Background: an optimization exercise with open tools, aiming at small area and a short achievable clock period. Do not read the settings as production practice.
In this exercise RTL edits were held to simulation tests only and were not proved equivalent to the original.
No activity file was given, so power comes from the tool's default toggle rates.

==> flow/design.v <==
`default_nettype none
package fpu_pkg;
	typedef logic [31:0] fp32_t;	 
	typedef logic [31:0] int32_t;	 
	typedef logic [7:0]  exp_t;	 
	typedef logic [22:0] frac_t;	 
	typedef logic [23:0] sig_t;	 
	localparam exp_t EXP_MAX  = 8'd255;
	localparam exp_t EXP_BIAS = 8'd127;
	localparam int LATENCY = 3;
	typedef struct packed {
		logic [5:0] op1;	 
		logic [4:0] fmt;	 
		logic [5:0] op2;	 
	} instr_t;
	typedef struct packed {
		logic invalid_op;
		logic nan;
		logic ovf;
	} fpu_exc_t;
	typedef enum logic [2:0] {
		OP_IDLE,
		OP_ABS,
		OP_NEG,
		OP_FLOOR,
		OP_FTOI,
		OP_ITOF,
		OP_INVALID
	} op_t;
	localparam logic [5:0] OP1_COP1    = 6'b010001;
	localparam logic [4:0] FMT_S       = 5'b10000;
	localparam logic [4:0] FMT_W_FTOI  = 5'b00000;
	localparam logic [4:0] FMT_ITOF    = 5'b00100;
	localparam logic [5:0] FUNCT_ABS   = 6'b000101;
	localparam logic [5:0] FUNCT_NEG   = 6'b000111;
	localparam logic [5:0] FUNCT_FLOOR = 6'b001111;
	localparam logic [5:0] FUNCT_CVT   = 6'b000000;
endpackage
`default_nettype wire
`default_nettype none
module fpu_top (
	input  wire         clk,
	input  wire         rstn,
	input       fpu_pkg::instr_t instr,
	input       fpu_pkg::fp32_t  x1,	 
	input       fpu_pkg::int32_t x2,	 
	output fpu_pkg::fp32_t       y,
	output fpu_pkg::fpu_exc_t    exc
);
	function automatic logic [4:0] ftoi_amt(input logic [4:0] k);	 
		ftoi_amt = '0;
		for (int j = 0; j < 32; j++) if (k == 5'(j)) ftoi_amt = 5'((30 - j) & 31);
	endfunction
	function automatic logic [7:0] itof_exp(input logic [4:0] k);	 
		itof_exp = '0;
		for (int j = 0; j < 32; j++) if (k == 5'(j)) itof_exp = 8'(157 - j);
	endfunction
	function automatic logic [22:0] floor_mask(input logic [7:0] ee);
		for (int i = 0; i < 23; i++) floor_mask[i] = !ee[7] || (i < 22 && ee[4:0] <= 5'(21 - i));
	endfunction
	logic d_abs, d_neg, d_flr, d_ftoi, d_itof, cop1;
	assign cop1   = instr.op1 == fpu_pkg::OP1_COP1;
	assign d_abs  = cop1 && instr.fmt == fpu_pkg::FMT_S && instr.op2 == fpu_pkg::FUNCT_ABS;
	assign d_neg  = cop1 && instr.fmt == fpu_pkg::FMT_S && instr.op2 == fpu_pkg::FUNCT_NEG;
	assign d_flr  = cop1 && instr.fmt == fpu_pkg::FMT_S && instr.op2 == fpu_pkg::FUNCT_FLOOR;
	assign d_ftoi = cop1 && instr.fmt == fpu_pkg::FMT_W_FTOI && instr.op2 == fpu_pkg::FUNCT_CVT;
	assign d_itof = cop1 && instr.fmt == fpu_pkg::FMT_ITOF && instr.op2 == fpu_pkg::FUNCT_CVT;
	logic [7:0] e1;
	logic       fz_d, c_nan, c_ovf, c_half, c_norm;
	assign e1     = x1[30:23];
	assign fz_d   = x1[22:0] == '0;
	assign c_nan  = (e1 == 8'hff) && !fz_d;
	assign c_ovf  = !c_nan && ((e1 > 8'd158) || (e1 == 8'd158 && !(x1[31] && fz_d)));
	assign c_half = e1 == 8'd126;
	assign c_norm = (e1 >= 8'd127) && !c_nan && !c_ovf;
	logic o_sgn_d, o_flr_d, o_ft_d, o_fh_d, o_it_d;
	fpu_pkg::fpu_exc_t x_d;
	assign o_sgn_d       = rstn && (d_abs || d_neg);
	assign o_flr_d       = rstn && d_flr;
	assign o_ft_d        = rstn && d_ftoi && c_norm;
	assign o_fh_d        = rstn && d_ftoi && c_half;	 
	assign o_it_d        = rstn && d_itof && x2 != '0;
	assign x_d.invalid_op = rstn && !(d_abs || d_neg || d_flr || d_ftoi || d_itof);
	assign x_d.nan        = rstn && d_ftoi && c_nan;
	assign x_d.ovf        = rstn && d_ftoi && c_ovf;
	logic        s2;
	logic [30:0] v2;
	logic [30:0] pick;
	logic [30:0] cpl;
	logic [31:0] d_d;
	assign s2 = x2[31];
	assign v2 = x2[30:0];
	logic [30:0] vz;
	logic [4:0]  lz1;
	logic [4:0]  amt1;
	assign vz = x2[30:0] ^ {31{s2}};
	always_comb begin
		lz1 = 5'd31;
		for (int i = 0; i < 31; i++) begin
			if (vz[i]) lz1 = 5'(30 - i);
		end
	end
	assign amt1 = instr.fmt[2] ? lz1 : ftoi_amt(x1[27:23]);
	always_comb begin
		for (int i = 0; i < 23; i++) pick[i] = instr.fmt[2] ? v2[22-i] : x1[i];
		for (int i = 23; i < 31; i++) pick[i] = instr.fmt[2] ? v2[53-i] : x1[i];
		cpl[22:0]  = {23{instr.fmt[2] ? s2 : (!instr.fmt[4] && x1[31])}};
		cpl[30:23] = {8{instr.fmt[2] && s2}};
		d_d[30:0]  = pick ^ cpl;
		if (instr.fmt[2])  d_d[31] = s2;
		else if (d_neg)    d_d[31] = ~x1[31];
		else if (d_abs)    d_d[31] = 1'b0;
		else               d_d[31] = x1[31];
	end
	logic              o_sgn, o_flr, o_ft, o_fh, o_it;
	fpu_pkg::fpu_exc_t x_q;
	logic [31:0]       d_q;
	logic [4:0]        amt;	 
	logic              fz_q;	 
	always_ff @(posedge clk) begin
		amt   <= amt1;
		o_sgn <= o_sgn_d;
		o_flr <= o_flr_d;
		o_ft  <= o_ft_d;
		o_fh  <= o_fh_d;
		o_it  <= o_it_d;
		x_q   <= x_d;
		d_q   <= d_d;
		fz_q  <= fz_d;
	end
	logic        s;
	logic [7:0]  e;
	logic [22:0] fr;
	assign s  = d_q[31];
	assign e  = d_q[30:23];
	assign fr = d_q[22:0];
	logic [32:0] sin, sa, sb, sc, sd, se;
	assign sin  = {o_it ? s : ~s, d_q[22:0], o_it ? d_q[30:23] : {8{s}}, s};
	assign sa   = amt[4] ? {{16{s}}, sin[32:16]} : sin;
	assign sb   = amt[3] ? {{8{s}}, sa[32:8]} : sa;
	assign sc   = amt[2] ? {{4{s}}, sb[32:4]} : sb;
	assign sd   = amt[1] ? {{2{s}}, sc[32:2]} : sc;
	assign se   = amt[0] ? {s, sd[32:1]} : sd;
	logic [22:0] mask;
	logic        hf, fl_c, fl_mid;
	logic [31:0] fl_a;
	assign mask   = floor_mask(e);
	assign hf     = |(fr & mask);
	assign fl_mid = (e >= 8'd127) && (e < 8'd150);
	assign fl_c   = fl_mid & s & hf;
	always_comb begin
		if (e == 8'hff && !fz_q)  fl_a = d_q | 32'h0040_0000;
		else if (!fl_mid && e >= 8'd150) fl_a = d_q;
		else if (!fl_mid) fl_a = (s && (e != '0 || !fz_q)) ? 32'hbf80_0000 : {s, 31'd0};
		else if (s & hf)  fl_a = d_q | {9'd0, mask};
		else              fl_a = d_q & ~{9'd0, mask};
	end
	logic        use_sh;
	logic [32:0] data_d;
	logic        s_d;
	logic        sel_f_d, sel_i_d;
	fpu_pkg::fpu_exc_t x2_d;
	assign use_sh = o_it | o_ft;
	always_comb begin
		if (use_sh)     data_d = se;
		else if (o_flr) data_d = {fl_a, fl_c};
		else if (o_fh)  data_d = {{32{s}}, ~s};	 
		else            data_d = {d_q, 1'b0};
	end
	assign s_d     = use_sh & s;
	assign sel_f_d = rstn && (o_sgn || o_flr || o_ft || o_fh);
	assign sel_i_d = rstn && o_it;
	assign x2_d    = rstn ? x_q : '0;
	logic [32:0]       data_q;
	logic [4:0]        lz_q;
	logic              s_q;
	logic              sel_f, sel_i;
	fpu_pkg::fpu_exc_t x2_q;
	always_ff @(posedge clk) begin
		data_q <= data_d;
		lz_q   <= amt;
		s_q    <= s_d;
		sel_f  <= sel_f_d;
		sel_i  <= sel_i_d;
		x2_q   <= x2_d;
	end
	logic [32:0] sq;
	assign sq = data_q;
	logic [31:0] nrm;
	logic [31:0] ai;
	logic        ci;
	always_comb begin
		for (int n = 0; n < 32; n++) nrm[n] = sq[32-n];
	end
	assign ai = {s_q, itof_exp(lz_q), nrm[30:8]};
	assign ci = s_q ? (nrm[7] | (&nrm[6:0] & nrm[8])) : (nrm[7] & (nrm[8] | (|nrm[6:0])));
	logic [31:0] a;
	logic        c;
	logic [31:0] pre;	 
	logic [31:0] y_d;
	assign a = ({32{sel_f}} & sq[32:1]) | ({32{sel_i}} & ai);
	assign c = (sel_f & sq[0]) | (sel_i & ci);
	always_comb begin
		pre[0] = 1'b1;
		for (int i = 1; i < 32; i++) pre[i] = pre[i-1] & a[i-1];
	end
	assign y_d = {32{rstn}} & (a ^ ({32{c}} & pre));	 
	always_ff @(posedge clk) begin
		y   <= y_d;
		exc <= rstn ? x2_q : '0;
	end
endmodule
`default_nettype wire
==> flow/flow/run.sh <==
#!/bin/bash
# The standard layout, with plain buffers on the ports.
set -euo pipefail
WORK=$(pwd)

# port buffers: the smallest plain buffer, which the resizer upsizes where needed
export BUFFER_PORTS_ARGS="-buffer_cell sky130_fd_sc_hd__buf_1"
bash standard.sh finish > $WORK/flow_finish.log 2>&1
==> flow/standard.sh <==
#!/bin/bash
# synth_recipe.tcl (not shown) runs the flow's synth.tcl, then flattens the netlist and writes it again
# the make line also repeats each setting of config.mk as NAME=value (left out here)
make -C /OpenROAD-flow-scripts/flow DESIGN_CONFIG=/design/flow/config.mk WORK_HOME=/design/flow/orfs CLKGATE_MAP_FILE= SYNTH_SCRIPT=/design/flow/synth_recipe.tcl "${@:-finish}"
==> flow/config.mk <==
export PLATFORM = sky130hd
export DESIGN_NAME = fpu_top
export DESIGN_NICKNAME = fpu_top
export VERILOG_FILES = /design/flow/design.v
export SDC_FILE = /design/flow/constraint.sdc
export NUM_CORES = 4
export LEC_CHECK = 0
export CAP_MARGIN = 20
export CORE_MARGIN = 2
export CORE_UTILIZATION = 40
export SETUP_SLACK_MARGIN = 5
export SLEW_MARGIN = 20
==> flow/constraint.sdc <==
create_clock -name core_clock -period 8.0 [get_ports {clk}]
set_input_delay 1.6000 -clock core_clock [delete_from_list [all_inputs] [get_ports {clk}]]
set_output_delay 1.6000 -clock core_clock [all_outputs]
set_load 0.01 [all_outputs]
==> impl_metrics.json, run 1 <==
{
  "finalPower_uw": 2010,
  "clockBufferDepth": 2,
  "ys_types": 78,
  "reg2regPathDepth": 10,
  "drc_errors": 0,
  "synth_nets": 1237,
  "nets": 1308,
  "ys.flop_type": "dfxtp_1",
  "cts_buffers": 17,
  "grt_max_degree": 66,
  "final_core_util": 0.469,
  "cts_htree_levels": 4,
  "io_buffers": 117,
  "powerDensity_nw_per_um2": 198,
  "arrival_ps": 3470,
  "drive_above_1_share": 0.0874,
  "clock-sinks": 125,
  "vias": 8768,
  "slowest_delay_ps": 390,
  "crit_type": "input pin to flip-flop",
  "track_usage": 0.226,
  "clk_pin_slew_ps": 60,
  "finalWeightedCongestion": 0.984,
  "path_cells": "buf_8 > or3_4 > nand2_4 > o21ai_2 > a2111oi_2 > o22ai_1 > a31oi_1 > a311oi_1 > or3_1",
  "worst_setup_path_start_kind": "input pin",
  "slew-limit-headroom": 0.348,
  "die_area_sq_um": 23200,
  "min_to": "exc[2]",
  "grt_remaining_overflow": 0,
  "synth-edff-count": 0,
  "slowest_stage": "or3_4",
  "yosysMostFrequentCell": "dfxtp_1",
  "final_antenna_net_count": 0,
  "area_growth_pct": 15.6,
  "path_delay_family": "compound AO/OA/AOI/OAI gates",
  "ys_warn_count": 1,
  "synth_top_cells_by_area": "dfxtp_1 28%, mux2i_1 8.2%, o21ai_0 5.5%",
  "core_sq_um": 21700,
  "rows": 54,
  "r2r-end": "data_q[1]",
  "synth_seq_cells": 125,
  "antenna_found_initial": 0,
  "cts_tree": "built",
  "finalSetupTns_ps": 0,
  "crit_buf_inv": 1,
  "grt_pass1_vias": 8000,
  "routed_wl_um": 27100,
  "setup_viol": 0,
  "regArea_sq_um": 2510,
  "cts_hold_buf": 0,
  "seq_area_frac_synth": 0.284,
  "synthArstFlopShare": 0,
  "maxCapViolCount": 0,
  "period_share": 0.396,
  "dieHeight_um": 152,
  "tightestPinTransition_ps": 976,
  "drtIter0Drc": 766,
  "firstDrtPassIters": 6,
  "dpl.cell_count": 1476,
  "rrSetupSlack_ps": 5180,
  "stdcell_count": 1516,
  "hp-start": "x2_q[2]",
  "reg2reg_from": "d_q[23]",
  "cp.required_ps": 8300,
  "netlist_top_cells_count": "125 x dfxtp_1, 110 x nand2_1, 100 x nor2_1, 97 x o21ai_0, 86 x a21oi_1",
  "hold_viol_final": 0,
  "synth.avg_cell_area_sq_um": 7.64,
  "grt_pass1_wl_um": 42600,
  "cp_max_fo": 5,
  "layout_min_cycle_time_ps": 3170,
  "cts_root_buf": "clkbuf_16",
  "clk_latency_ps": 410,
  "nFillCells": 2144,
  "synthesis.area_sq_um": 8800,
  "synth_top_area_frac": 0.284,
  "whs_path_depth": 1,
  "vias_per_cell": 5.78,
  "status": "complete, no violations",
  "peakVddDrop_mv": 0.123,
  "diodes": 0,
  "endpoint_kind": "flip-flop",
  "rsz0062_at_grt": "true",
  "pin_count": 118,
  "wl_per_cell_um": 17.9,
  "multiInputGateArea_sq_um": 5860,
  "hpwl_um": 19700,
  "min_path_type": "flip-flop to flip-flop",
  "clock.fmax_ghz": 0.316,
  "die_w_um": 152,
  "synth_top_area_cell": "dfxtp_1",
  "p_leak_uw": 0.00406,
  "drv_slew": 0,
  "skew_ps": 11.1,
  "start_util": 0.406,
  "synthCells": 1152
}
-- flip-flops by register name (all words and copies together), names as in the netlist, 3 cells and up --
signal  flops
exc         3
d_q        32
y          32
amt         5
x2_q        3
data_q     33
lz_q        5
x_q         3
-- layout by cell type (no fill, tap or decap), drive strengths merged, types with 9 or more instances in the layout --
cell,count
o211ai,16
or3,10
nand2,110
a211oi,10
nor2,100
dfxtp,125
nand3,22
nor3,22
a21o,9
inv,46
nor3b,10
buf,135
nor4,12
and2,23
xor2,29
and3,11
nand2b,14
nand4,12
xnor2,24
mux2i,72
a22oi,20
a21oi,86
a22o,21
o22ai,25
mux2,12
a21boi,13
o21ai,99
clkbuf,24
nor2b,15
-- layer usage --
layer	part of all wire	GRT usage	wire length (um)	up-vias
met5	0	0	0	-
met3	0.087	0.0481	2360	53
met1	0.44	0.309	12000	3956
met4	0.024	0.0748	641	0
li1	-	-	-	4335
met2	0.45	0.354	12100	424
-- area by class of cell --
| type | instances | area share |
|---|---|---|
| Multi-Input combinational cell | 895 | 0.576 |
| Timing Repair Buffer | 139 | 0.0685 |
| Inverter | 45 | 0.0166 |
| Clock buffer | 20 | 0.0449 |
| Sequential cell | 125 | 0.247 |
| Clock inverter | 12 | 0.0135 |
| Tap cell | 280 | 0.0344 |
-- kinds of logic after synthesis --
kind of cell,synth area share
AO/OA/AOI/OAI,0.264
XOR/XNOR,0.0527
adder cells (fa/ha/maj),0.00512
buffers and inverters,0.0581
flip-flops,0.284
multiplexers,0.115
AND/OR/NAND/NOR,0.221
-- per-stage QoR --
step	setup slack (ps)	area (sq um)	hold WS [ps]
after floorplan	4730	8830	326
after global placement	3730	9390	415
after detailed placement	3740	9390	417
after CTS	4620	10000	428
after global routing	4810	10200	445
final	4830	10200	430
-- worst max path at each step --
stage,start,to,cells past startpoint
after floorplan,x2[31],amt[1],8
after global placement,x2[31],amt[1],9
after detailed placement,x2[31],amt[1],9
after CTS,x2[31],amt[1],9
after global routing,x2[3],amt[1],9
final,x2[3],amt[1],9
-- repair_timing --
item,in CTS,in global routing
pin swaps,1,7
endpoints found under the setup margin,22,29
gates cloned,0,2
resized for setup,3,27
buffers inserted,2,4
-- report_power, final --
part	switching, uW	internal (uW)	leakage [uW]	total, uW
clock	289	477	0.000281	767
combinational	279	199	0.00275	478
sequential	91.1	675	0.00103	766
==> run 2, diff against run 1 <==
==> flow/flow/run.sh (replaced) <==
#!/bin/bash
# The standard layout, with plain buffers on the ports.
set -euo pipefail
WORK=$(pwd)
export SETUP_SLACK_MARGIN=5.6
# port buffers: the smallest plain buffer, which the resizer upsizes where needed
export BUFFER_PORTS_ARGS="-buffer_cell sky130_fd_sc_hd__buf_1"
bash standard.sh finish > $WORK/flow_finish.log 2>&1
--- a/flow/config.mk
+++ b/flow/config.mk
@@ -8,5 +8,4 @@
 export CAP_MARGIN = 20
 export CORE_MARGIN = 2
 export CORE_UTILIZATION = 40
-export SETUP_SLACK_MARGIN = 5
 export SLEW_MARGIN = 20
==> impl_metrics.json, run 2 <==
{
  "skew_ps": 8.89,
  "peakVddDrop_mv": 0.145,
  "clk_pin_slew_ps": 60,
  "cts_htree_levels": 4,
  "firstDrtPassIters": 6,
  "core_sq_um": 21700,
  "drtIter0Drc": 740,
  "clock-sinks": 125,
  "finalWeightedCongestion": 0.991,
  "yosysMostFrequentCell": "dfxtp_1",
  "largest-register": "data_q",
  "ys.flop_type": "dfxtp_1",
  "maxCapViolCount": 0,
  "synth_seq_cells": 125,
  "grt_remaining_overflow": 0,
  "min_path_type": "flip-flop to flip-flop",
  "synth_nets": 1237,
  "clock.fmax_ghz": 0.316,
  "routed_wl_um": 32000,
  "arrival_ps": 3480,
  "seq_power_share": 0.345,
  "holdWs_ps": 432,
  "synth_top_area_cell": "dfxtp_1",
  "switching_share": 0.333,
  "ys_types": 78,
  "whs_path_depth": 1,
  "status": "complete, no violations",
  "synth_top_area_frac": 0.284,
  "die_w_um": 152,
  "hp-start": "x2_q[2]",
  "endpoint_kind": "flip-flop",
  "dieHeight_um": 152,
  "tightestPinTransition_ps": 1140,
  "ys_warn_count": 1,
  "worstSetupPathDepth": 10,
  "hpwl_um": 20500,
  "path_delay_family": "compound AO/OA/AOI/OAI gates",
  "crit_start": "x2[31]",
  "drc_errors": 0,
  "crit_buf_inv": 2,
  "p_leak_uw": 0.00516,
  "pin_count": 118,
  "seq_area_frac_synth": 0.284,
  "comb_power_share": 0.283,
  "cp_max_fo": 2,
  "final_common_cell": "nand2_1",
  "internal_power_uw": 1460,
  "period_share": 0.396,
  "slowest_stage": "or3_1",
  "grt_pass1_vias": 8953,
  "worst_setup_path_start_kind": "input pin",
  "reg2reg_from": "d_q[24]",
  "cts_root_buf": "clkbuf_16",
  "grt_max_degree": 66,
  "antenna_found_initial": 0,
  "drive_above_1_share": 0.297,
  "slew-limit-headroom": 0.239,
  "cp.required_ps": 8310,
  "hold_viol_final": 0,
  "synthesis.area_sq_um": 8800,
  "cts_buffers": 17,
  "setup_viol": 0,
  "synth_top_cells_by_area": "dfxtp_1 28%, mux2i_1 8.2%, o21ai_0 5.5%",
  "vias": 9634,
  "layout_common_cells": "102 x nand2_1, 91 x dfxtp_1, 87 x nor2_1, 77 x o21ai_0, 76 x buf_4",
  "rows": 54,
  "path_cells": "clkbuf_16 > buf_12 > or3_4 > nand2_2 > o21ai_2 > a2111oi_4 > o22ai_2 > a31oi_1 > a311oi_1 > or3_1",
  "io_buffers": 117,
  "rsz0062_at_grt": "true",
  "clkPwrFrac": 0.372,
  "synthCells": 1152,
  "cts_tree": "built",
  "final_core_util": 0.569,
  "start_util": 0.406,
  "netlist_top_cells_count": "125 x dfxtp_1, 110 x nand2_1, 100 x nor2_1, 97 x o21ai_0, 86 x a21oi_1",
  "reg2regPathDepth": 10,
  "clk_latency_ps": 430,
  "final_antenna_net_count": 0,
  "track_usage": 0.257,
  "nets": 1401,
  "area_growth_pct": 40.1,
  "powerDensity_nw_per_um2": 177,
  "crit_type": "input pin to flip-flop",
  "grt_pass1_wl_um": 48200,
  "synthArstFlopShare": 0,
  "finalSetupTns_ps": 0,
  "slowest_delay_ps": 360,
  "drv_slew": 0,
  "die_area_sq_um": 23200,
  "p_sw_uw": 729,
  "clockBufferDepth": 2,
  "diodes": 0,
  "synth.avg_cell_area_sq_um": 7.64,
  "top_regs": "data_q (33), d_q (32), y (32)",
  "wl_per_cell_um": 19.9,
  "largest_reg_flops": 33,
  "synth-edff-count": 0,
  "vias_per_cell": 5.99,
  "layout_min_cycle_time_ps": 3160
}
run 2: power by group through the flow:
| stage | sequential, uW | clock [uW] | combinational (uW) |
|---|---|---|---|
| detailed placement | 765 | 0 | 476 |
| finish | 755 | 813 | 619 |
| global placement | 763 | 0 | 475 |
| global route | 759 | 851 | 667 |
| floorplan | 724 | 0 | 371 |
| CTS | 748 | 819 | 542 |
run 2: metrics by stage:
stage,std cells,cell area [sq um],setup WS (ps),total power (uW)
finish,1609,12300,4840,2190
global route,1609,12300,4740,2280
CTS,1571,11500,4810,2110
detailed placement,1476,9560,4030,1240
global placement,1476,9560,4060,1240
floorplan,1152,9140,4730,1100
run 2: area by class of cell:
type | count | area [sq um]
Clock buffer | 23 | 508
Clock inverter | 9 | 120
Fill cell | 1959 | 9350
Inverter | 45 | 185
Multi-Input combinational cell | 896 | 6740
Sequential cell | 125 | 2580
Tap cell | 280 | 350
Timing Repair Buffer | 231 | 1850
run 2: cells by family (layout without fill, tap and decap cells):
group	after synthesis	count (layout)	share of synthesized area
DFF	125	125	0.284
adders and majority gates	4	4	0.00512
muxes	91	91	0.115
AOI/OAI and AO/OA	361	362	0.264
buffers and inverters	132	308	0.0581
xor gates and xnor gates	53	53	0.0527
and+or+nand+nor	386	386	0.221
run 2: final timing paths:
| check | endpoint | slack [ps] |
|---|---|---|
| worst max-delay path | amt[1] | 4840 |
| worst min-delay path | exc[2] | 430 |
| worst max register to register | data_q[6] | 5380 |
| worst min register to register | exc[2] | 430 |
run 2: per-layer routing:
layer  track usage  wire length, um  share of wire
met3        0.0432             2290          0.071
met1         0.325            12900           0.40
met2         0.436            15400           0.48
met5             0                0              0
met4         0.104             1400          0.044
run 2: worst reg2reg max path, stage by stage (launching register included):
cell	delay, ps
dfxtp_4	420
and3_1	170
o21ai_1	160
a222oi_1	500
nand4_1	210
o211ai_1	340
buf_4	240
buf_12	120
o211ai_1	80
nand3_1	170
o21ai_2	80
run 2: what timing repair did:
| action | CTS | global route |
|---|---|---|
| hold buffers | 0 | 0 |
| endpoints found under the setup margin | 118 | 117 |
| cloned | 7 | 3 |
| gates resized for setup | 190 | 125 |
| pin swaps | 62 | 78 |
| setup buffers | 56 | 35 |
==> run 3, diff against run 2 <==
--- a/flow/design.v
+++ b/flow/design.v
@@ -90,17 +90,6 @@
 	logic [31:0] d_d;
 	assign s2 = x2[31];
 	assign v2 = x2[30:0];
-	logic [30:0] vz;
-	logic [4:0]  lz1;
-	logic [4:0]  amt1;
-	assign vz = x2[30:0] ^ {31{s2}};
-	always_comb begin
-		lz1 = 5'd31;
-		for (int i = 0; i < 31; i++) begin
-			if (vz[i]) lz1 = 5'(30 - i);
-		end
-	end
-	assign amt1 = instr.fmt[2] ? lz1 : ftoi_amt(x1[27:23]);
 	always_comb begin
 		for (int i = 0; i < 23; i++) pick[i] = instr.fmt[2] ? v2[22-i] : x1[i];
 		for (int i = 23; i < 31; i++) pick[i] = instr.fmt[2] ? v2[53-i] : x1[i];
@@ -115,10 +104,8 @@
 	logic              o_sgn, o_flr, o_ft, o_fh, o_it;
 	fpu_pkg::fpu_exc_t x_q;
 	logic [31:0]       d_q;
-	logic [4:0]        amt;	 
 	logic              fz_q;	 
 	always_ff @(posedge clk) begin
-		amt   <= amt1;
 		o_sgn <= o_sgn_d;
 		o_flr <= o_flr_d;
 		o_ft  <= o_ft_d;
@@ -134,13 +121,25 @@
 	assign s  = d_q[31];
 	assign e  = d_q[30:23];
 	assign fr = d_q[22:0];
-	logic [32:0] sin, sa, sb, sc, sd, se;
+	logic [30:0] vq;
+	always_comb begin
+		for (int i = 0; i < 23; i++) vq[22-i] = d_q[i];
+		for (int i = 23; i < 31; i++) vq[53-i] = d_q[i];
+	end
+	logic [4:0] lz;
+	always_comb begin
+		lz = 5'd31;
+		for (int i = 0; i < 31; i++) begin
+			if (vq[i]) lz = 5'(30 - i);
+		end
+	end
+	logic [32:0] sin, sa, sb, sc;
+	logic [4:0]  amt;
 	assign sin  = {o_it ? s : ~s, d_q[22:0], o_it ? d_q[30:23] : {8{s}}, s};
+	assign amt  = o_it ? lz : ftoi_amt(e[4:0]);
 	assign sa   = amt[4] ? {{16{s}}, sin[32:16]} : sin;
 	assign sb   = amt[3] ? {{8{s}}, sa[32:8]} : sa;
 	assign sc   = amt[2] ? {{4{s}}, sb[32:4]} : sb;
-	assign sd   = amt[1] ? {{2{s}}, sc[32:2]} : sc;
-	assign se   = amt[0] ? {s, sd[32:1]} : sd;
 	logic [22:0] mask;
 	logic        hf, fl_c, fl_mid;
 	logic [31:0] fl_a;
@@ -157,49 +156,54 @@
 	end
 	logic        use_sh;
 	logic [32:0] data_d;
+	logic [1:0]  amt_d;
 	logic        s_d;
 	logic        sel_f_d, sel_i_d;
 	fpu_pkg::fpu_exc_t x2_d;
 	assign use_sh = o_it | o_ft;
 	always_comb begin
-		if (use_sh)     data_d = se;
+		if (use_sh)     data_d = sc;
 		else if (o_flr) data_d = {fl_a, fl_c};
 		else if (o_fh)  data_d = {{32{s}}, ~s};	 
 		else            data_d = {d_q, 1'b0};
 	end
+	assign amt_d   = use_sh ? amt[1:0] : 2'd0;
 	assign s_d     = use_sh & s;
 	assign sel_f_d = rstn && (o_sgn || o_flr || o_ft || o_fh);
 	assign sel_i_d = rstn && o_it;
 	assign x2_d    = rstn ? x_q : '0;
 	logic [32:0]       data_q;
-	logic [4:0]        lz_q;
+	logic [1:0]        amt_q;
+	logic [2:0]        lzhi_q;
 	logic              s_q;
 	logic              sel_f, sel_i;
 	fpu_pkg::fpu_exc_t x2_q;
 	always_ff @(posedge clk) begin
 		data_q <= data_d;
-		lz_q   <= amt;
+		amt_q  <= amt_d;
+		lzhi_q <= lz[4:2];
 		s_q    <= s_d;
 		sel_f  <= sel_f_d;
 		sel_i  <= sel_i_d;
 		x2_q   <= x2_d;
 	end
-	logic [32:0] sq;
-	assign sq = data_q;
+	logic [32:0] sd, se;
+	assign sd = amt_q[1] ? {{2{s_q}}, data_q[32:2]} : data_q;
+	assign se = amt_q[0] ? {s_q, sd[32:1]} : sd;
 	logic [31:0] nrm;
 	logic [31:0] ai;
 	logic        ci;
 	always_comb begin
-		for (int n = 0; n < 32; n++) nrm[n] = sq[32-n];
-	end
-	assign ai = {s_q, itof_exp(lz_q), nrm[30:8]};
+		for (int n = 0; n < 32; n++) nrm[n] = se[32-n];
+	end
+	assign ai = {s_q, itof_exp({lzhi_q, amt_q}), nrm[30:8]};
 	assign ci = s_q ? (nrm[7] | (&nrm[6:0] & nrm[8])) : (nrm[7] & (nrm[8] | (|nrm[6:0])));
 	logic [31:0] a;
 	logic        c;
 	logic [31:0] pre;	 
 	logic [31:0] y_d;
-	assign a = ({32{sel_f}} & sq[32:1]) | ({32{sel_i}} & ai);
-	assign c = (sel_f & sq[0]) | (sel_i & ci);
+	assign a = ({32{sel_f}} & se[32:1]) | ({32{sel_i}} & ai);
+	assign c = (sel_f & se[0]) | (sel_i & ci);
 	always_comb begin
 		pre[0] = 1'b1;
 		for (int i = 1; i < 32; i++) pre[i] = pre[i-1] & a[i-1];
==> flow/flow/run.sh (replaced) <==
#!/bin/bash
# The standard layout, with plain buffers on the ports.
set -euo pipefail
WORK=$(pwd)
# port buffers: the smallest plain buffer, which the resizer upsizes where needed
export BUFFER_PORTS_ARGS="-buffer_cell sky130_fd_sc_hd__buf_1"
bash standard.sh finish > $WORK/flow_finish.log 2>&1
--- a/flow/config.mk
+++ b/flow/config.mk
@@ -8,4 +8,5 @@
 export CAP_MARGIN = 20
 export CORE_MARGIN = 2
 export CORE_UTILIZATION = 40
+export SETUP_SLACK_MARGIN = 5
 export SLEW_MARGIN = 20
==> impl_metrics.json, run 3 <==
{
  "synth.avg_cell_area_sq_um": 8.18,
  "synth-edff-count": 0,
  "diodes": 0,
  "rows": 52,
  "status": "complete, no violations",
  "largest_reg_flops": 33,
  "yosysMostFrequentCell": "dfxtp_1",
  "synth_nets": 1109,
  "dieHeight_um": 149,
  "worst_setup_path_start_kind": "flip-flop",
  "seq_power_share": 0.374,
  "nFillCells": 2026,
  "endpoint_kind": "flip-flop",
  "pre_cts_slack_ps": 4540,
  "antenna_found_initial": 0,
  "cp_max_fo": 17,
  "grt_util_met2": 0.389,
  "nets": 1177,
  "holdWs_ps": 434,
  "wl_per_cell_um": 20.2,
  "finalSetupTns_ps": 0,
  "p_leak_uw": 0.00342,
  "layout_common_cells": "117 x dfxtp_1, 116 x buf_1, 88 x nor2_1, 86 x nand2_1, 67 x a21oi_1",
  "comb_power_share": 0.222,
  "routed_wl_um": 27800,
  "setup_viol": 0,
  "grt_pass1_wl_um": 43200,
  "maxCapViolCount": 0,
  "busiest_layer": "met2",
  "tightestPinTransition_ps": 956,
  "ys_warn_count": 1,
  "synthArstFlopShare": 0,
  "seq_area_frac_synth": 0.287,
  "slew-limit-headroom": 0.363,
  "ys.flop_type": "dfxtp_1",
  "die_w_um": 149,
  "synth_top_cells_by_area": "dfxtp_1 29%, mux2i_1 6.0%, xnor2_1 4.6%",
  "rsz0062_at_grt": "false",
  "synth_top_area_frac": 0.287,
  "ys_types": 81,
  "area_growth_pct": 16.2,
  "cts_htree_levels": 4,
  "clock.fmax_ghz": 0.342,
  "cts_tree": "built",
  "clock-sinks": 120,
  "synth_seq_cells": 120,
  "peakVddDrop_mv": 0.142,
  "switching_share": 0.333,
  "use_met1": 0.327,
  "clkPwrFrac": 0.404,
  "vias": 8684,
  "clk_latency_ps": 430,
  "crit_type": "flip-flop to flip-flop",
  "largest-register": "data_q",
  "setup_ws_ps": 5080,
  "drtIter0Drc": 1141,
  "firstDrtPassIters": 7,
  "drive_above_1_share": 0.117,
  "finalPower_uw": 2000,
  "clk_pin_slew_ps": 60,
  "final_antenna_net_count": 0,
  "cts_buffers": 17,
  "drv_slew": 0,
  "cp.required_ps": 8270,
  "clockBufferDepth": 2,
  "synth_top_area_cell": "dfxtp_1",
  "vias_per_cell": 6.31,
  "die_area_sq_um": 22100,
  "grt_remaining_overflow": 0,
  "grt_pass1_vias": 7911,
  "grt_max_degree": 46,
  "final_common_cell": "dfxtp_1",
  "layout_min_cycle_time_ps": 2920,
  "io_buffers": 117,
  "skew_ps": 15.5,
  "top_regs": "data_q (33), d_q (32), y (32)",
  "use_met3": 0.0578,
  "synthesis.area_sq_um": 8380,
  "core_sq_um": 20400,
  "synthCells": 1025,
  "hold_viol_final": 0,
  "min_path_type": "flip-flop to flip-flop",
  "netlist_top_cells_count": "120 x dfxtp_1, 92 x nor2_1, 90 x nand2_1, 68 x a21oi_1, 68 x o21ai_0",
  "drc_errors": 0,
  "hpwl_um": 19500,
  "finalWeightedCongestion": 0.976,
  "internal_power_uw": 1340,
  "start_util": 0.410,
  "cts_root_buf": "clkbuf_16",
  "powerDensity_nw_per_um2": 206,
  "cts_hold_buf": 0,
  "track_usage": 0.249,
  "arrival_ps": 3190,
  "p_sw_uw": 667,
  "period_share": 0.365,
  "pin_count": 118
}
## run 3: changes by cell type in the layout (fill, tap and decap cells not counted), sizes merged, moves of 16 or more
| cell | before | now |
|---|---|---|
| nand2 | 110 | 91 |
| xnor2 | 24 | 44 |
| a22o | 21 | 5 |
| inv | 48 | 20 |
| mux4 | 7 | 23 |
| xor2 | 29 | 4 |
| buf | 220 | 138 |
| a21oi | 86 | 69 |
| mux2i | 72 | 50 |
| o21ai | 99 | 77 |
## run 3: per-layer routing
metal | routed length (um) | share of wire
met4 | 1410 | 0.051
met5 | 0 | 0
met2 | 12300 | 0.44
met1 | 11400 | 0.41
met3 | 2640 | 0.095
## run 3: cell families (layout without fill, tap and decap cells)
kind of cell,count (synthesis),count (layout),share of synthesized area
AOI/OAI and AO/OA,322,322,0.259
xor gates and xnor gates,48,48,0.0501
adders and majority gates,1,1,0.00149
muxes,84,84,0.139
DFF,120,120,0.287
and+or+nand+nor,340,342,0.203
buffers and inverters,110,189,0.0604
## run 3: timing repair
| item | 4_1_cts | 5_1_grt |
|---|---|---|
| buffers inserted | 1 | 5 |
| pin swaps | 0 | 3 |
| setup endpoints to repair | 64 | 50 |
| resized for setup | 19 | 24 |
| gates cloned | 0 | 2 |
## run 3: power groups by stage
stage | Sequential, uW | Combinational, uW | Clock, uW
finish | 750 | 444 | 809
global route | 752 | 479 | 846
CTS | 741 | 422 | 816
detailed placement | 754 | 416 | 0
global placement | 754 | 417 | 0
floorplan | 683 | 344 | 0
## run 3: final timing paths
kind | start | end | slack, ps | cells past startpoint
min | x2_q[0] | exc[0] | 430 | 1
max | d_q[6] | data_q[4] | 5080 | 8
min reg2reg | x2_q[0] | exc[0] | 430 | 1
max reg2reg | d_q[6] | data_q[4] | 5080 | 8
## run 3: critical path, cell delays in order, from the launching register on
cell and delay, ps:
dfxtp_1 450, or4_1 670, a211oi_4 300, o21ai_4 130, nand2_4 240, mux2i_1 310
mux2i_1 180, a221oi_1 300, o21ai_1 180
## run 3: cell type report
cell class	count	area (sq um)	area share
inverters	18	71.3	0.00732
clock inverters	13	168	0.0172
multi-input cells	797	5640	0.579
repair buffers	139	662	0.0680
clock buffers	19	453	0.0465
well taps	270	338	0.0347
flip-flops and latches	120	2410	0.247
## run 3: stage by stage
| stage | std cells | utilization | area [sq um] |
|---|---|---|---|
| detailed placement | 1335 | 0.433 | 8850 |
| CTS | 1368 | 0.467 | 9540 |
| global route | 1376 | 0.477 | 9740 |
| floorplan | 1025 | - | 8390 |
| finish | 1376 | 0.477 | 9740 |
| global placement | 1335 | 0.433 | 8840 |
==> run 4, diff against run 3 <==
==> flow/flow/run.sh (replaced) <==
#!/bin/bash
# Standard synthesis, then the combinational logic re-mapped by ABC with
# iterated choice-based mapping (flip-flops untouched), then the standard
# layout from floorplan on, with plain buffers on the ports.
set -euo pipefail
WORK=$(pwd)
R=$WORK/orfs/results/$FLOW_PLATFORM/fpu_top/base
LOGS=$WORK/orfs/logs/$FLOW_PLATFORM/fpu_top/base
bash standard.sh synth > $WORK/flow_synth.log 2>&1
cp $R/1_2_yosys.v $R/1_2_yosys.std.v
YOSYS=$FLOW_HOME/../tools/install/yosys/bin/yosys
[ -x "$YOSYS" ] || YOSYS=$(command -v yosys)
export REABC_LIB=$FLOW_HOME/platforms/$FLOW_PLATFORM/lib/sky130_fd_sc_hd__tt_025C_1v80.lib
export REABC_IN=$R/1_2_yosys.std.v
export REABC_OUT=$R/1_2_yosys.v
export REABC_SCRIPT=$WORK/flow/abc.scr
export REABC_CONSTR=$WORK/orfs/objects/$FLOW_PLATFORM/fpu_top/base/abc.constr
export REABC_DONT_USE="$(grep -m1 -- '^abc -script' $LOGS/1_2_yosys.log | grep -o -- '-dont_use [^ ]*' | awk '{print $2}' | tr '\n' ' ')"
export REABC_FLOPS="$(grep -o 'sky130_fd_sc_hd__[a-z]*df[a-z0-9_]*' $R/1_2_yosys.std.v | sort -u | tr '\n' ' ')"
$YOSYS -c $WORK/flow/reabc.tcl > $WORK/flow_reabc.log 2>&1
rm -f $R/1_synth.odb $R/1_synth.sdc
# port buffers: the smallest plain buffer, which the resizer upsizes where needed
export BUFFER_PORTS_ARGS="-buffer_cell sky130_fd_sc_hd__buf_1"
bash standard.sh finish > $WORK/flow_finish.log 2>&1
==> flow/flow/abc.scr (new file) <==
strash
dc2
dch
map
strash
dc2
dch
map
strash
dch
map
topo
buffer -c
upsize -c
dnsize -c
==> flow/flow/reabc.tcl (new file) <==
# Re-map the combinational logic of the standard synthesis netlist with a
# different ABC script. Every flip-flop instance (name and cell type) is kept.
set lib     $::env(REABC_LIB)
set in      $::env(REABC_IN)
set out     $::env(REABC_OUT)
set script  $::env(REABC_SCRIPT)
set dontuse $::env(REABC_DONT_USE)

yosys read_liberty -ignore_miss_func $lib
yosys read_verilog $in
yosys hierarchy -top $::env(FLOW_TOP)
foreach ff [split $::env(REABC_FLOPS)] {
  yosys setattr -mod -set keep_hierarchy 1 $ff
}
yosys flatten
yosys rename -hide w:*.*
yosys opt_clean
set args [list -script $script -liberty $lib -constr $::env(REABC_CONSTR)]
foreach c [split $dontuse] { if {$c ne ""} { lappend args -dont_use $c } }
yosys abc {*}$args
yosys opt_clean -purge
yosys rename -enumerate
foreach ff [split $::env(REABC_FLOPS)] {
  yosys blackbox $ff
}
yosys tee -o $out.stat stat -liberty $lib
yosys write_verilog -noattr -nohex -nodec $out
==> impl_metrics.json, run 4 <==
{
  "status": "complete, no violations",
  "routed_wl_um": 31600,
  "firstDrtPassIters": 5,
  "stdcell_count": 1624,
  "endpoint_kind": "flip-flop",
  "cts_tree": "built",
  "path_cells": "buf_6 > nand2_1 > o21ai_0 > a22oi_1 > nand2_1 > a22oi_1 > o22ai_2 > nand4_4 > nor4_4 > buf_4 > nand4_4 > buf_6 > nor4_4 > nand4_1 > nor4b_2 > nor3_1",
  "largest-register": "data_q",
  "crit_start": "amt_q[0]",
  "hpwl_um": 23300,
  "whs_path_depth": 2,
  "ys_warn_count": 1,
  "layout_common_cells": "171 x nand2_1, 145 x inv_1, 137 x o21ai_0, 128 x nor2_1, 116 x buf_1",
  "drv_slew": 0,
  "synthCells": 1215,
  "powerDensity_nw_per_um2": 197,
  "nets": 1429,
  "r2r-end": "y[28]",
  "wl_per_cell_um": 19.5,
  "cts_htree_levels": 4,
  "arrival_ps": 3510,
  "slowest_stage": "dfxtp_4",
  "grt_max_degree": 62,
  "clock.fmax_ghz": 0.310,
  "clk_latency_ps": 430,
  "vias_per_cell": 5.78,
  "rsz0062_at_grt": "true",
  "p_leak_uw": 0.00412,
  "cp_max_fo": 14,
  "largest_reg_flops": 33,
  "start_util": 0.412,
  "synth_nets": 1298,
  "clock-sinks": 120,
  "rrSetupSlack_ps": 4770,
  "worst_setup_path_start_kind": "flip-flop",
  "tightestPinTransition_ps": 1040,
  "clockBufferDepth": 2,
  "peakVddDrop_mv": 0.106,
  "track_usage": 0.295,
  "nFillCells": 2063,
  "reg2reg_from": "amt_q[0]",
  "top_regs": "data_q (33), d_q (32), y (32)",
  "pin_count": 118,
  "finalWeightedCongestion": 1.07,
  "antenna_found_initial": 0,
  "setup_viol": 0,
  "synthesis.area_sq_um": 8060,
  "cts_hold_buf": 0,
  "drive_above_1_share": 0.132,
  "min_path_type": "flip-flop to flip-flop",
  "io_buffers": 117,
  "cts_buffers": 17,
  "cp.required_ps": 8280,
  "core_sq_um": 19600,
  "cts_root_buf": "clkbuf_16",
  "rows": 51,
  "grt_pass1_wl_um": 49400,
  "holdWs_ps": 397,
  "crit_type": "flip-flop to flip-flop",
  "drc_errors": 0,
  "slowest_delay_ps": 440,
  "finalSetupTns_ps": 0,
  "hold_viol_final": 0,
  "layout_min_cycle_time_ps": 3230,
  "clk_pin_slew_ps": 60,
  "drtIter0Drc": 1200,
  "diodes": 0,
  "final_antenna_net_count": 0,
  "dpl.cell_count": 1555,
  "skew_ps": 10.1,
  "finalPower_uw": 1960,
  "area_growth_pct": 23.4,
  "synth.avg_cell_area_sq_um": 6.63,
  "vias": 9392,
  "hp-start": "x_q[2]",
  "pre_cts_slack_ps": 3960,
  "slew-limit-headroom": 0.305,
  "grt_pass1_vias": 8935,
  "dieHeight_um": 146,
  "final_common_cell": "nand2_1",
  "endpoint": "y[28]",
  "setup_ws_ps": 4770,
  "period_share": 0.403,
  "die_area_sq_um": 21300,
  "reg2regPathDepth": 16,
  "die_w_um": 146,
  "maxCapViolCount": 0,
  "grt_remaining_overflow": 0
}
run 4: what timing repair did:
| action | 4_1_cts | 5_1_grt |
|---|---|---|
| buffers inserted | 23 | 12 |
| gates cloned | 2 | 0 |
| endpoints found under the setup margin | 62 | 48 |
| resized for setup | 62 | 53 |
| pin swaps | 9 | 9 |
run 4: how the worst min path moves through the flow:
stage	end	slack (ps)
after floorplan	exc[0]	390
after global placement	exc[1]	390
after detailed placement	x2_q[2]	400
after CTS	x2_q[2]	400
after global routing	x2_q[2]	410
final	x2_q[2]	400
run 4: report_power, final:
group	switching [uW]	leakage (uW)	internal, uW
registers	80.3	0.000995	647
clock network	308	0.000295	485
logic	296	0.00283	140
total	684	0.00412	1270
run 4: metal layers:
layer	up-vias	share of wire	track usage
met1	4231	0.42	0.384
met3	119	0.087	0.0649
li1	4506	-	-
met2	536	0.44	0.466
met5	-	0	0
met4	0	0.047	0.135
run 4: final cells by class:
class,count,area [sq um],area share
Inverter,157,616,0.0619
Clock buffer,19,453,0.0455
Tap cell,265,332,0.0333
Sequential cell,120,2430,0.245
Timing Repair Buffer,163,892,0.0897
Multi-Input combinational cell,887,5070,0.509
Clock inverter,13,159,0.0160
run 4: worst max-delay path, delay by kind of cell (launching register included):
family | cells | cell delay, ps
AOI/OAI and AO/OA | 4 | 590
and+or+nand+nor | 9 | 1490
DFF | 1 | 440
buffers and inverters | 3 | 540
run 4: stage by stage:
step	instance area [sq um]	util
6_report	9950	0.508
5_1_grt	9950	0.508
4_1_cts	9670	0.493
3_5_place_dp	8620	0.440
3_3_place_gp	8620	0.440
2_1_floorplan	8060	-
==> run 5, diff against run 4 <==
--- a/flow/config.mk
+++ b/flow/config.mk
@@ -8,5 +8,7 @@
 export CAP_MARGIN = 20
 export CORE_MARGIN = 2
 export CORE_UTILIZATION = 40
+export CTS_BUF_LIST = sky130_fd_sc_hd__clkbuf_4 sky130_fd_sc_hd__clkbuf_8
+export CTS_CLUSTER_SIZE = 30
 export SETUP_SLACK_MARGIN = 5
 export SLEW_MARGIN = 20
==> impl_metrics.json, run 5 <==
{
  "worst_setup_path_start_kind": "flip-flop",
  "min_to": "x2_q[2]",
  "clockBufferDepth": 2,
  "antenna_found_initial": 0,
  "stdcell_count": 1625,
  "nFillCells": 2079,
  "area_growth_pct": 21.3,
  "skew_ps": 18.5,
  "vias_per_cell": 5.83,
  "top_regs": "data_q (33), d_q (32), y (32)",
  "hold_viol_final": 0,
  "finalSetupTns_ps": 0,
  "vias": 9473,
  "rows": 51,
  "crit_type": "flip-flop to flip-flop",
  "cts_hold_buf": 0,
  "period_share": 0.403,
  "clock.fmax_ghz": 0.311,
  "multiInputGateArea_sq_um": 5060,
  "grt_pass1_wl_um": 49200,
  "routed_wl_um": 31700,
  "cp_max_fo": 6,
  "dieHeight_um": 146,
  "nets": 1430,
  "whs_path_depth": 2,
  "setup_viol": 0,
  "min_path_type": "flip-flop to flip-flop",
  "slowest_stage": "dfxtp_4",
  "reg2reg_from": "amt_q[1]",
  "path_cells": "buf_12 > nor2_4 > buf_4 > a22oi_1 > nand2_1 > a22oi_1 > o22ai_2 > nand4_4 > nor4_4 > buf_4 > nand4_4 > buf_6 > nor4_4 > nand4_1 > nor4b_2 > nor3_1",
  "layout_common_cells": "172 x nand2_1, 144 x inv_1, 137 x o21ai_0, 128 x nor2_1, 116 x buf_1",
  "firstDrtPassIters": 6,
  "cp.required_ps": 8310,
  "cts_tree": "built",
  "clock-sinks": 120,
  "drv_slew": 0,
  "p_leak_uw": 0.00403,
  "tightestPinTransition_ps": 1090,
  "rsz0062_at_grt": "true",
  "clk_pin_slew_ps": 90,
  "start_util": 0.412,
  "final_antenna_net_count": 0,
  "powerDensity_nw_per_um2": 179,
  "grt_max_degree": 62,
  "grt_pass1_vias": 8940,
  "drtIter0Drc": 1134,
  "synthesis.area_sq_um": 8060,
  "r2r-end": "y[28]",
  "grt_remaining_overflow": 0,
  "pin_count": 118,
  "dpl.cell_count": 1555,
  "slowest_delay_ps": 390,
  "slew-limit-headroom": 0.270,
  "endpoint_kind": "flip-flop",
  "largest_reg_flops": 33,
  "hp-start": "x_q[2]",
  "largest-register": "data_q",
  "arrival_ps": 3530,
  "finalWeightedCongestion": 1.07,
  "die_area_sq_um": 21300,
  "layout_min_cycle_time_ps": 3220,
  "diodes": 0,
  "reg2regPathDepth": 16,
  "status": "complete, no violations",
  "regArea_sq_um": 2430,
  "rrSetupSlack_ps": 4780,
  "cts_buffers": 17,
  "hpwl_um": 23300,
  "synth_nets": 1298,
  "peakVddDrop_mv": 0.0934,
  "ys_warn_count": 1,
  "cts_htree_levels": 4,
  "io_buffers": 117,
  "clk_latency_ps": 450,
  "track_usage": 0.292,
  "synthCells": 1215,
  "synth.avg_cell_area_sq_um": 6.63,
  "die_w_um": 146,
  "crit_start": "amt_q[1]",
  "final_common_cell": "nand2_1",
  "wl_per_cell_um": 19.5,
  "drive_above_1_share": 0.133,
  "cts_root_buf": "clkbuf_8",
  "core_sq_um": 19600,
  "drc_errors": 0,
  "maxCapViolCount": 0
}
[run 5: report_power, final]
group          switching [uW]  total [uW]  internal, uW
Combinational             298         438           140
Clock                     283         586           303
Sequential               79.2         725           646
Total                     660        1750          1090
[run 5: what timing repair did]
item | CTS | global route
pin swaps | 17 | 13
gates resized for setup | 59 | 55
cloned | 2 | 1
setup buffers | 22 | 13
setup endpoints to repair | 56 | 72
[run 5: metrics by stage]
step | cell area [sq um] | hold WS (ps) | power, uW | util | setup slack [ps]
after floorplan | 8060 | 388 | 959 | - | 4950
after global placement | 8620 | 390 | 1130 | 0.440 | 3970
after detailed placement | 8620 | 396 | 1120 | 0.440 | 3960
after CTS | 9480 | 400 | 1710 | 0.484 | 4820
after global routing | 9780 | 415 | 1820 | 0.499 | 4540
final | 9780 | 395 | 1750 | 0.499 | 4780
[run 5: worst max-delay path, delay by kind of cell, from the launching register on]
| family | cells | cell delay, ps |
|---|---|---|
| and+or+nand+nor | 9 | 1600 |
| DFF | 1 | 390 |
| buffers and inverters | 4 | 640 |
| AOI/OAI and AO/OA | 3 | 460 |
[run 5: cell type report]
type                       instances  share of cell area
timing repair buffer             164              0.0947
sequential                       120               0.249
tap                              265              0.0339
inverter                         157              0.0629
multi-input combinational        887               0.517
clock inverter                    13              0.0162
clock buffer                      19              0.0267
[run 5: layer usage]
layer | part of all wire | global-route usage
met3 | 0.10 | 0.0624
met2 | 0.44 | 0.464
met4 | 0.047 | 0.130
met5 | 0 | 0
met1 | 0.41 | 0.382
[run 5: worst max path at each step]
stage               endpoint  slack (ps)  cells past startpoint
floorplan             d_q[0]        4950                      5
detailed placement     y[27]        3960                     14
finish                 y[28]        4780                     16
global placement       y[28]        3970                     14
CTS                    y[29]        4820                     17
global route           y[28]        4540                     17
==> run 6, diff against run 5 <==
--- a/flow/design.v
+++ b/flow/design.v
@@ -90,6 +90,17 @@
 	logic [31:0] d_d;
 	assign s2 = x2[31];
 	assign v2 = x2[30:0];
+	logic [30:0] vz;
+	logic [4:0]  lz1;
+	logic [4:0]  amt1;
+	assign vz = x2[30:0] ^ {31{s2}};
+	always_comb begin
+		lz1 = 5'd31;
+		for (int i = 0; i < 31; i++) begin
+			if (vz[i]) lz1 = 5'(30 - i);
+		end
+	end
+	assign amt1 = instr.fmt[2] ? lz1 : ftoi_amt(x1[27:23]);
 	always_comb begin
 		for (int i = 0; i < 23; i++) pick[i] = instr.fmt[2] ? v2[22-i] : x1[i];
 		for (int i = 23; i < 31; i++) pick[i] = instr.fmt[2] ? v2[53-i] : x1[i];
@@ -104,8 +115,10 @@
 	logic              o_sgn, o_flr, o_ft, o_fh, o_it;
 	fpu_pkg::fpu_exc_t x_q;
 	logic [31:0]       d_q;
+	logic [4:0]        amt;	 
 	logic              fz_q;	 
 	always_ff @(posedge clk) begin
+		amt   <= amt1;
 		o_sgn <= o_sgn_d;
 		o_flr <= o_flr_d;
 		o_ft  <= o_ft_d;
@@ -121,25 +134,13 @@
 	assign s  = d_q[31];
 	assign e  = d_q[30:23];
 	assign fr = d_q[22:0];
-	logic [30:0] vq;
-	always_comb begin
-		for (int i = 0; i < 23; i++) vq[22-i] = d_q[i];
-		for (int i = 23; i < 31; i++) vq[53-i] = d_q[i];
-	end
-	logic [4:0] lz;
-	always_comb begin
-		lz = 5'd31;
-		for (int i = 0; i < 31; i++) begin
-			if (vq[i]) lz = 5'(30 - i);
-		end
-	end
-	logic [32:0] sin, sa, sb, sc;
-	logic [4:0]  amt;
+	logic [32:0] sin, sa, sb, sc, sd, se;
 	assign sin  = {o_it ? s : ~s, d_q[22:0], o_it ? d_q[30:23] : {8{s}}, s};
-	assign amt  = o_it ? lz : ftoi_amt(e[4:0]);
 	assign sa   = amt[4] ? {{16{s}}, sin[32:16]} : sin;
 	assign sb   = amt[3] ? {{8{s}}, sa[32:8]} : sa;
 	assign sc   = amt[2] ? {{4{s}}, sb[32:4]} : sb;
+	assign sd   = amt[1] ? {{2{s}}, sc[32:2]} : sc;
+	assign se   = amt[0] ? {s, sd[32:1]} : sd;
 	logic [22:0] mask;
 	logic        hf, fl_c, fl_mid;
 	logic [31:0] fl_a;
@@ -156,54 +157,49 @@
 	end
 	logic        use_sh;
 	logic [32:0] data_d;
-	logic [1:0]  amt_d;
 	logic        s_d;
 	logic        sel_f_d, sel_i_d;
 	fpu_pkg::fpu_exc_t x2_d;
 	assign use_sh = o_it | o_ft;
 	always_comb begin
-		if (use_sh)     data_d = sc;
+		if (use_sh)     data_d = se;
 		else if (o_flr) data_d = {fl_a, fl_c};
 		else if (o_fh)  data_d = {{32{s}}, ~s};	 
 		else            data_d = {d_q, 1'b0};
 	end
-	assign amt_d   = use_sh ? amt[1:0] : 2'd0;
 	assign s_d     = use_sh & s;
 	assign sel_f_d = rstn && (o_sgn || o_flr || o_ft || o_fh);
 	assign sel_i_d = rstn && o_it;
 	assign x2_d    = rstn ? x_q : '0;
 	logic [32:0]       data_q;
-	logic [1:0]        amt_q;
-	logic [2:0]        lzhi_q;
+	logic [4:0]        lz_q;
 	logic              s_q;
 	logic              sel_f, sel_i;
 	fpu_pkg::fpu_exc_t x2_q;
 	always_ff @(posedge clk) begin
 		data_q <= data_d;
-		amt_q  <= amt_d;
-		lzhi_q <= lz[4:2];
+		lz_q   <= amt;
 		s_q    <= s_d;
 		sel_f  <= sel_f_d;
 		sel_i  <= sel_i_d;
 		x2_q   <= x2_d;
 	end
-	logic [32:0] sd, se;
-	assign sd = amt_q[1] ? {{2{s_q}}, data_q[32:2]} : data_q;
-	assign se = amt_q[0] ? {s_q, sd[32:1]} : sd;
+	logic [32:0] sq;
+	assign sq = data_q;
 	logic [31:0] nrm;
 	logic [31:0] ai;
 	logic        ci;
 	always_comb begin
-		for (int n = 0; n < 32; n++) nrm[n] = se[32-n];
-	end
-	assign ai = {s_q, itof_exp({lzhi_q, amt_q}), nrm[30:8]};
+		for (int n = 0; n < 32; n++) nrm[n] = sq[32-n];
+	end
+	assign ai = {s_q, itof_exp(lz_q), nrm[30:8]};
 	assign ci = s_q ? (nrm[7] | (&nrm[6:0] & nrm[8])) : (nrm[7] & (nrm[8] | (|nrm[6:0])));
 	logic [31:0] a;
 	logic        c;
 	logic [31:0] pre;	 
 	logic [31:0] y_d;
-	assign a = ({32{sel_f}} & se[32:1]) | ({32{sel_i}} & ai);
-	assign c = (sel_f & se[0]) | (sel_i & ci);
+	assign a = ({32{sel_f}} & sq[32:1]) | ({32{sel_i}} & ai);
+	assign c = (sel_f & sq[0]) | (sel_i & ci);
 	always_comb begin
 		pre[0] = 1'b1;
 		for (int i = 1; i < 32; i++) pre[i] = pre[i-1] & a[i-1];
--- a/flow/flow/run.sh
+++ b/flow/flow/run.sh
@@ -1,7 +1,8 @@
 #!/bin/bash
 # Standard synthesis, then the combinational logic re-mapped by ABC with
 # iterated choice-based mapping (flip-flops untouched), then the standard
-# layout from floorplan on, with plain buffers on the ports.
+# layout from floorplan on, with plain buffers on the ports and a
+# lighter clock tree.
 set -euo pipefail
 WORK=$(pwd)
 R=$WORK/orfs/results/$FLOW_PLATFORM/fpu_top/base
@@ -21,4 +22,6 @@
 rm -f $R/1_synth.odb $R/1_synth.sdc
 # port buffers: the smallest plain buffer, which the resizer upsizes where needed
 export BUFFER_PORTS_ARGS="-buffer_cell sky130_fd_sc_hd__buf_1"
+# clock tree: mid-size buffers and no dummy loads
+export CTS_ARGS="-sink_clustering_enable -repair_clock_nets -buf_list sky130_fd_sc_hd__clkbuf_8 -dont_use_dummy_load"
 bash standard.sh finish > $WORK/flow_finish.log 2>&1
--- a/flow/config.mk
+++ b/flow/config.mk
@@ -8,7 +8,5 @@
 export CAP_MARGIN = 20
 export CORE_MARGIN = 2
 export CORE_UTILIZATION = 40
-export CTS_BUF_LIST = sky130_fd_sc_hd__clkbuf_4 sky130_fd_sc_hd__clkbuf_8
-export CTS_CLUSTER_SIZE = 30
 export SETUP_SLACK_MARGIN = 5
 export SLEW_MARGIN = 20
==> impl_metrics.json, run 6 <==
{
  "finalSetupTns_ps": 0,
  "drtIter0Drc": 776,
  "layout_common_cells": "188 x nand2_1, 186 x o21ai_0, 157 x inv_1, 142 x nor2_1, 122 x dfxtp_1",
  "drv_slew": 0,
  "cp.required_ps": 8330,
  "cts_root_buf": "clkbuf_8",
  "largest_reg_flops": 33,
  "hpwl_um": 24900,
  "synthCells": 1290,
  "powerDensity_nw_per_um2": 164,
  "area_growth_pct": 12.0,
  "final_common_cell": "nand2_1",
  "period_share": 0.367,
  "grt_pass1_vias": 9025,
  "start_util": 0.411,
  "largest-register": "data_q",
  "grt_max_degree": 60,
  "slowest_stage": "dfxtp_1",
  "clock.fmax_ghz": 0.340,
  "cts_buffers": 17,
  "hold_viol_final": 0,
  "top_regs": "data_q (33), d_q (32), y (32)",
  "path_cells": "nand2_1 > inv_1 > nand3_1 > nand4_1 > a41oi_1 > o21ai_0 > a21oi_1 > nand3b_2 > nand2_1 > a21oi_4 > buf_12 > buf_4 > a21oi_1 > o21bai_1",
  "nets": 1466,
  "layout_min_cycle_time_ps": 2940,
  "pin_count": 118,
  "slew-limit-headroom": 0.405,
  "die_w_um": 149,
  "worst_setup_path_start_kind": "flip-flop",
  "die_area_sq_um": 22100,
  "skew_ps": 30.9,
  "io_buffers": 117,
  "grt_pass1_wl_um": 48300,
  "core_sq_um": 20400,
  "rsz0062_at_grt": "true",
  "peakVddDrop_mv": 0.0570,
  "vias": 9500,
  "path_delay_family": "simple AND/OR/NAND/NOR gates",
  "track_usage": 0.282,
  "final_antenna_net_count": 0,
  "vias_per_cell": 5.75,
  "antenna_found_initial": 0,
  "setup_viol": 0,
  "grt_remaining_overflow": 0,
  "synth_nets": 1373,
  "synth.avg_cell_area_sq_um": 6.49,
  "clk_latency_ps": 440,
  "dieHeight_um": 149,
  "routed_wl_um": 31300,
  "endpoint_kind": "flip-flop",
  "cts_htree_levels": 4,
  "ys_warn_count": 1,
  "drive_above_1_share": 0.0536,
  "min_path_type": "flip-flop to flip-flop",
  "drc_errors": 0,
  "clockBufferDepth": 2,
  "tightestPinTransition_ps": 892,
  "crit_buf_inv": 3,
  "cts_hold_buf": 0,
  "status": "complete, no violations",
  "maxCapViolCount": 0,
  "cp_max_fo": 13,
  "crit_type": "flip-flop to flip-flop",
  "slowest_delay_ps": 570,
  "synthesis.area_sq_um": 8380,
  "rows": 52,
  "clock-sinks": 125,
  "firstDrtPassIters": 6,
  "arrival_ps": 3260,
  "diodes": 0,
  "final_core_util": 0.461,
  "cts_tree": "built",
  "finalWeightedCongestion": 0.998,
  "p_leak_uw": 0.00390,
  "clk_pin_slew_ps": 80,
  "wl_per_cell_um": 18.9
}
run 6: changes by cell type in the layout (fill, tap and decap cells not counted), moves of 16 or more:
cell / delta
o21ai_1: -17
dfxtp_1: +16
nand2_1: +16
a21oi_1: +27
buf_4: -21
o21ai_0: +49
run 6: worst paths after layout:
kind              startpoint    endpoint  slack (ps)  cells after the start
setup / recovery     d_q[23]  data_q[20]        5060                     14
setup reg to reg     d_q[23]  data_q[20]        5060                     14
hold / removal       x2_q[1]      exc[1]         410                      2
hold reg to reg      x2_q[1]      exc[1]         410                      2
run 6: tightest hold or removal path, cell delays in order (launching register included):
cell	delay (ps)
dfxtp_1	300
inv_1	40
nor2_1	30
run 6: layer usage:
metal / vias to the layer above / part of all wire / GRT usage
li1: 4679 / - / -
met1: 4276 / 0.41 / 0.342
met2: 456 / 0.47 / 0.480
met3: 89 / 0.079 / 0.0571
met4: 0 / 0.042 / 0.133
met5: - / 0 / 0
run 6: metrics by stage:
step	cell area (sq um)	hold WS (ps)	power, uW	setup WS [ps]	instances
2_1_floorplan	8390	329	985	4990	1290
3_3_place_gp	9000	390	1150	4510	1630
3_5_place_dp	9000	397	1140	4440	1630
4_1_cts	9260	408	1530	4990	1647
5_1_grt	9380	430	1620	4950	1651
6_report	9380	405	1540	5060	1651
run 6: cell type report:
type,count,area [sq um]
clock buffers,17,234
fillers,2185,11000
inverters,169,647
multi-input cells,936,5060
flip-flops and latches,125,2510
well taps,270,338
repair buffers,134,598
run 6: power by group:
group          switching, uW  internal, uW  total (uW)
Sequential              71.1           674         745
Combinational            279           124         403
Clock                    207           186         393
Total                    558           984        1540
run 6: what timing repair did:
item,4_1_cts,5_1_grt
resized for setup,6,19
buffers inserted,0,4
pin swaps,0,2
endpoints found under the setup margin,19,29
gates cloned,0,0
==> run 7, diff against run 6 <==
--- a/flow/config.mk
+++ b/flow/config.mk
@@ -7,6 +7,6 @@
 export LEC_CHECK = 0
 export CAP_MARGIN = 20
 export CORE_MARGIN = 2
-export CORE_UTILIZATION = 40
+export CORE_UTILIZATION = 60
 export SETUP_SLACK_MARGIN = 5
 export SLEW_MARGIN = 20
==> impl_metrics.json, run 7 <==
{
  "die_w_um": 122,
  "final_common_cell": "nand2_1",
  "start_util": 0.608,
  "drive_above_1_share": 0.0587,
  "period_share": 0.359,
  "io_buffers": 117,
  "die_area_sq_um": 14900,
  "rows": 43,
  "powerDensity_nw_per_um2": 165,
  "clock-sinks": 125,
  "skew_ps": 28.8,
  "finalPower_uw": 1530,
  "diodes": 0,
  "crit_type": "flip-flop to flip-flop",
  "clock.fmax_ghz": 0.348,
  "synth.avg_cell_area_sq_um": 6.49,
  "grt_remaining_overflow": 0,
  "nets": 1466,
  "cts_root_buf": "clkbuf_8",
  "core_sq_um": 13800,
  "rsz0062_at_grt": "false",
  "cts_htree_levels": 4,
  "finalWeightedCongestion": 1.06,
  "finalSetupTns_ps": 0,
  "clockBufferDepth": 2,
  "wl_per_cell_um": 18.5,
  "p_leak_uw": 0.00393,
  "slew-limit-headroom": 0.266,
  "area_growth_pct": 11.0,
  "grt_pass1_vias": 8664,
  "track_usage": 0.378,
  "synthesis.area_sq_um": 8380,
  "path_delay_family": "simple AND/OR/NAND/NOR gates",
  "status": "complete, no violations",
  "peakVddDrop_mv": 0.0877,
  "worst_setup_path_start_kind": "flip-flop",
  "drtIter0Drc": 1216,
  "clk_latency_ps": 450,
  "layout_min_cycle_time_ps": 2870,
  "largest_reg_flops": 33,
  "hold_viol_final": 0,
  "crit_buf_inv": 3,
  "antenna_found_initial": 0,
  "ys_warn_count": 1,
  "seq_power_share": 0.485,
  "holdWs_ps": 385,
  "slowest_delay_ps": 340,
  "vias": 9993,
  "vias_per_cell": 6.40,
  "drc_errors": 0,
  "switching_share": 0.356,
  "maxCapViolCount": 0,
  "tightestPinTransition_ps": 1100,
  "cts_hold_buf": 0,
  "synth_nets": 1373,
  "clkPwrFrac": 0.255,
  "cts_tree": "built",
  "min_path_type": "flip-flop to flip-flop",
  "dieHeight_um": 122,
  "drv_slew": 0,
  "endpoint_kind": "flip-flop",
  "top_regs": "data_q (33), d_q (32), y (32)",
  "path_cells": "buf_6 > inv_2 > o22ai_2 > nand4_4 > nor4_4 > buf_4 > nand4_4 > nor4_4 > nand4_2 > o21ai_0 > a21oi_1",
  "grt_pass1_wl_um": 44100,
  "comb_power_share": 0.260,
  "cp.required_ps": 8330,
  "cp_max_fo": 31,
  "p_sw_uw": 545,
  "synthCells": 1290,
  "grt_max_degree": 60,
  "routed_wl_um": 28800,
  "layout_common_cells": "188 x nand2_1, 186 x o21ai_0, 157 x inv_1, 142 x nor2_1, 118 x dfxtp_1",
  "internal_power_uw": 986,
  "pin_count": 118,
  "setup_viol": 0,
  "firstDrtPassIters": 7,
  "arrival_ps": 3200,
  "slowest_stage": "o22ai_2",
  "largest-register": "data_q",
  "cts_buffers": 17,
  "final_antenna_net_count": 0,
  "clk_pin_slew_ps": 80,
  "nFillCells": 1264,
  "hpwl_um": 21900
}
[run 7: final timing paths]
kind | from | slack (ps) | endpoint | depth (start not counted)
worst max register to register | sel_f | 5130 | y[30] | 11
worst max-delay path | sel_f | 5130 | y[30] | 11
worst min-delay path | x_q[1] | 390 | x2_q[1] | 2
worst min register to register | x_q[1] | 390 | x2_q[1] | 2
[run 7: cell type report]
class,count,area (sq um),area share
Sequential cell,125,2510,0.270
Inverter,169,651,0.0699
Timing Repair Buffer,134,598,0.0643
Clock buffer,17,234,0.0252
Tap cell,180,225,0.0242
Multi-Input combinational cell,936,5080,0.546
[run 7: power by group through the flow]
stage | clock network [uW] | registers, uW | logic, uW
after detailed placement | 0 | 749 | 371
final | 390 | 742 | 399
after global placement | 0 | 749 | 369
after global routing | 419 | 745 | 436
after floorplan | 0 | 715 | 271
after CTS | 394 | 735 | 375
[run 7: timing repair]
item | 4_1_cts | 5_1_grt
gates resized for setup | 13 | 21
setup endpoints to repair | 66 | 40
pin swaps | 0 | 1
buffers inserted | 0 | 8
[run 7: worst reg2reg max path, cell delays in order, from the launching register on]
cell	delay (ps)
dfxtp_1	330
buf_6	230
inv_2	220
o22ai_2	340
nand4_4	250
nor4_4	330
buf_4	190
nand4_4	140
nor4_4	240
nand4_2	220
o21ai_0	210
a21oi_1	60
[run 7: metal layers]
layer	global-route usage	part of all wire
met2	0.627	0.46
met4	0.155	0.040
met5	0	0
met1	0.486	0.39
met3	0.0655	0.11
[run 7: stage by stage]
| stage | worst slack, ps | util | instance area (sq um) | cells |
|---|---|---|---|---|
| 2_1_floorplan | 4990 | - | 8390 | 1290 |
| 3_3_place_gp | 4410 | 0.643 | 8860 | 1536 |
| 3_5_place_dp | 4350 | 0.643 | 8860 | 1536 |
| 4_1_cts | 5010 | 0.663 | 9140 | 1553 |
| 5_1_grt | 4890 | 0.675 | 9300 | 1561 |
| 6_report | 5130 | 0.675 | 9300 | 1561 |

[what the ideal ports hide]
No port has a modelled driver above. Below, the same layouts with a new extraction and two added sets of constraints. Step 1, drivers: a clkbuf_16 drives clk and a buf_2 each remaining input, both assumed. Step 2 adds t to the input delays and takes it off the output delays; t is the mean of the earliest and latest rising clock arrival at the registers after step 1. Input paths then give back, and output paths get back, about the clock's delay inside the block. Slacks: ideal / step 1 / step 2; pairs: ideal / step 1.
run | t, ns | slack for setup (ns) | worst setup path at the end
run 1 | 0.451 | 4.830 / 4.751 / 4.300 | input to register
run 2 | 0.468 | 4.835 / 4.832 / 4.364 | input to register
run 3 | 0.471 | 5.078 / 5.078 / 4.703 | input to register
run 4 | 0.469 | 4.775 / 4.775 / 4.775 | register to register
run 5 | 0.487 | 4.780 / 4.780 / 4.780 | register to register
run 6 | 0.471 | 5.061 / 5.061 / 4.734 | input to register
run 7 | 0.473 | 5.130 / 5.130 / 4.681 | input to register
After both steps every run listed still meets setup and hold. For run 1, which loses most, drivers alone change the setup slack by -0.079 ns; drivers and shift together by -0.530 ns.
